This is an optimization exercise on Yosys and OpenROAD, whose aim is small area and a short achievable clock period, not a production implementation.
Only simulation tests tie the RTL to the original design; equivalence was not proved.

// yuv_to_rgb_core
module yuv_to_rgb_core (
	input  logic                CLOCK_50_I,
	input  logic                resetn,
	input  logic                pair_strobe,
	input  pixel_pkg::sample_t  y_even,
	input  pixel_pkg::sample_t  y_odd,
	input  pixel_pkg::sample_t  u_in,
	input  pixel_pkg::sample_t  v_in,
	output logic                rgb_strobe,
	output pixel_pkg::channel_t r_even,
	output pixel_pkg::channel_t g_even,
	output pixel_pkg::channel_t b_even,
	output pixel_pkg::channel_t r_odd,
	output pixel_pkg::channel_t g_odd,
	output pixel_pkg::channel_t b_odd
);
For scale: ~84 I/O pins, ~0.030 sq mm of cells after synthesis.
export LEC_CHECK = 0
export ABC_AREA = 1
export CAP_MARGIN = 20
export CORE_MARGIN = 2
export CORE_UTILIZATION = 40
export SLEW_MARGIN = 20
create_clock -name core_clock -period 11.5 [get_ports {CLOCK_50_I}]
standard.sh (not shown) runs the stock make flow with config.mk's settings and CLKGATE_MAP_FILE= SYNTH_SCRIPT=/design/flow/synth_recipe.tcl, a recipe that flattens the netlist after the stock synthesis.
==> flow/flow/run.sh <==
#!/bin/bash
# Standard layout, with one extra step between synthesis and floorplan:
# flow/polarity.py re-polarises the full-adder cells of the standard
# synthesis netlist to drop the inverters synthesis leaves between them.
# Each tool's output goes to a log of its own in this folder.
set -e
R=orfs/results/$FLOW_PLATFORM/yuv_to_rgb_core/base
bash standard.sh synth > 1_synth_std.log 2>&1
cp $R/1_2_yosys.v 1_2_yosys_std.v
python3 flow/polarity.py 1_2_yosys_std.v $R/1_2_yosys.v > polarity.log 2>&1
export SETUP_SLACK_MARGIN=9.0
bash standard.sh finish > finish.log 2>&1
Other scripts of this flow, unchanged in this note and not shown: flow/flow/polarity.py
The starting point completed with no timing, DRC or antenna violations.
Change:
--- a/flow/flow/run.sh
+++ b/flow/flow/run.sh
@@ -10,3 +10,3 @@
 python3 flow/polarity.py 1_2_yosys_std.v $R/1_2_yosys.v > polarity.log 2>&1
-export SETUP_SLACK_MARGIN=9.0
+export SETUP_SLACK_MARGIN=7.5
 bash standard.sh finish > finish.log 2>&1
Hold slack gains 0.0098 ns.
Cell area falls by 7.6%.
Fmax falls by 4.1%.
Global-route usage falls by 1.3 points.
Change:
--- a/flow/flow/run.sh
+++ b/flow/flow/run.sh
@@ -10,3 +10,3 @@
 python3 flow/polarity.py 1_2_yosys_std.v $R/1_2_yosys.v > polarity.log 2>&1
-export SETUP_SLACK_MARGIN=7.5
+export SETUP_SLACK_MARGIN=8.0
 bash standard.sh finish > finish.log 2>&1
Outcome: Fmax grows by a few percent. Via count grows slightly. Cell area grows by a few percent. Synthesized area stays the same.

* * *

before:
Starting RTL as in the previous note.
==> flow/config.mk <==
export PLATFORM = sky130hd
export DESIGN_NAME = yuv_to_rgb_core
export DESIGN_NICKNAME = yuv_to_rgb_core
export VERILOG_FILES = /design/flow/design.v
export SDC_FILE = /design/flow/constraint.sdc
export NUM_CORES = 4
export LEC_CHECK = 0
export ABC_AREA = 1
export CAP_MARGIN = 20
export CORE_MARGIN = 2
export CORE_UTILIZATION = 40
export SLEW_MARGIN = 20
==> flow/constraint.sdc <==
create_clock -name core_clock -period 11.5 [get_ports {CLOCK_50_I}]
set_input_delay 2.3000 -clock core_clock [delete_from_list [all_inputs] [get_ports {CLOCK_50_I}]]
set_output_delay 2.3000 -clock core_clock [all_outputs]
set_load 0.01 [all_outputs]
run.sh (not shown) runs the stock make flow with config.mk's settings and CLKGATE_MAP_FILE= SYNTH_SCRIPT=/design/flow/synth_recipe.tcl, a recipe that flattens the netlist after the stock synthesis.
Stock flow here: none of the scripts above is used.
Input-level comparison between after and before:
-- flow/config.mk --
<<< before, line 8
export ABC_AREA = 1
>>> after, line 8
[summary]
The run showing the greater total track usage is after.
Compared with before, in after worst path required time went up, number of instances in the synthesized netlist went down, cell area went down.

* * *

oak:
yuv_to_rgb_core, a different RTL version from the one above (not shown whole).
For scale: ~2900 cells after synthesis, roughly 0.030 mm2 of cells after synthesis.
export LEC_CHECK = 0
export ABC_AREA = 1
export CAP_MARGIN = 20
export CORE_MARGIN = 2
export CORE_UTILIZATION = 40
export SLEW_MARGIN = 20
create_clock -name core_clock -period 11.5 [get_ports {CLOCK_50_I}]
standard.sh (not shown) runs the stock make flow with config.mk's settings and CLKGATE_MAP_FILE= SYNTH_SCRIPT=/design/flow/synth_recipe.tcl, a recipe that flattens the netlist after the stock synthesis.
==> flow/flow/run.sh <==
#!/bin/bash
# Standard layout, with one extra step between synthesis and floorplan:
# flow/polarity.py re-polarises the full-adder cells of the standard
# synthesis netlist to drop the inverters synthesis leaves between them.
# Each tool's output goes to a log of its own in this folder.
set -e
R=orfs/results/$FLOW_PLATFORM/yuv_to_rgb_core/base
bash standard.sh synth > 1_synth_std.log 2>&1
cp $R/1_2_yosys.v 1_2_yosys_std.v
python3 flow/polarity.py 1_2_yosys_std.v $R/1_2_yosys.v > polarity.log 2>&1
export SETUP_SLACK_MARGIN=8.0
# Port buffers: a plain buffer rather than the delay cell buffer_ports picks
export BUFFER_PORTS_ARGS="-buffer_cell sky130_fd_sc_hd__buf_2"
bash standard.sh finish > finish.log 2>&1
Other scripts of this flow, unchanged in this note and not shown: flow/flow/polarity.py
What pine does differently from oak at the input level:
-- flow/flow/run.sh --
<<< oak, line 12
# Port buffers: a plain buffer rather than the delay cell buffer_ports picks
export BUFFER_PORTS_ARGS="-buffer_cell sky130_fd_sc_hd__buf_2"
>>> pine, line 12
[summary]
The critical path arrival on oak is in line with that on pine.
Comparing oak and pine, first-pass GRT wire length is lower on oak.
Between oak and pine, the insertion delay of the later-clocked pin in the worst-skew pair does not differ in any meaningful way.
When pine is measured against oak, its area added between synthesis and finish turns out 1.3 points higher.
Count of vias placed by the detailed router was lower in oak than in pine.
On tightest hold margin, oak beats pine.
Compared with oak, pine shows a higher post-route core utilization.

afterwards: timing with drivers on the ports:
Ports are ideal in the flow. The routed layouts listed here were re-timed in OpenROAD. Step 1, drivers: a clkbuf_16 drives CLOCK_50_I and a buf_2 each remaining input, both assumed. Step 2 adds t to the input delays and takes it off the output delays; t is the mean of the earliest and latest rising clock arrival at the registers after step 1. Input paths then give back, and output paths get back, about the clock's delay inside the block. a / b / c = no drivers / after step 1 / after step 2; a / b = the first two.
run | t, ns | setup WS [ns] | latest minus earliest clock arrival (ns) | worst register clock-pin slew, ns
the first run of note 1 | 0.651 | 7.600 / 7.600 / 7.600 | 0.028 / 0.028 | 0.07 / 0.07
the second run of note 1 | 0.644 | 7.432 / 7.432 / 7.299 | 0.031 / 0.032 | 0.07 / 0.07
the third run of note 1 | 0.649 | 7.637 / 7.637 / 7.637 | 0.029 / 0.029 | 0.07 / 0.07
before | 0.631 | 6.923 / 6.923 / 6.923 | 0.052 / 0.051 | 0.07 / 0.07
after | 0.639 | 5.945 / 5.945 / 5.945 | 0.025 / 0.025 | 0.07 / 0.07
oak | 0.655 | 7.624 / 7.624 / 7.624 | 0.042 / 0.042 | 0.07 / 0.07
pine | 0.647 | 7.634 / 7.634 / 7.517 | 0.038 / 0.038 | 0.07 / 0.07
After both steps setup and hold are still met in every run listed. The setup slack of the second run of note 1, which loses most, moves by 0.000 ns with the drivers and by -0.133 ns with both steps.
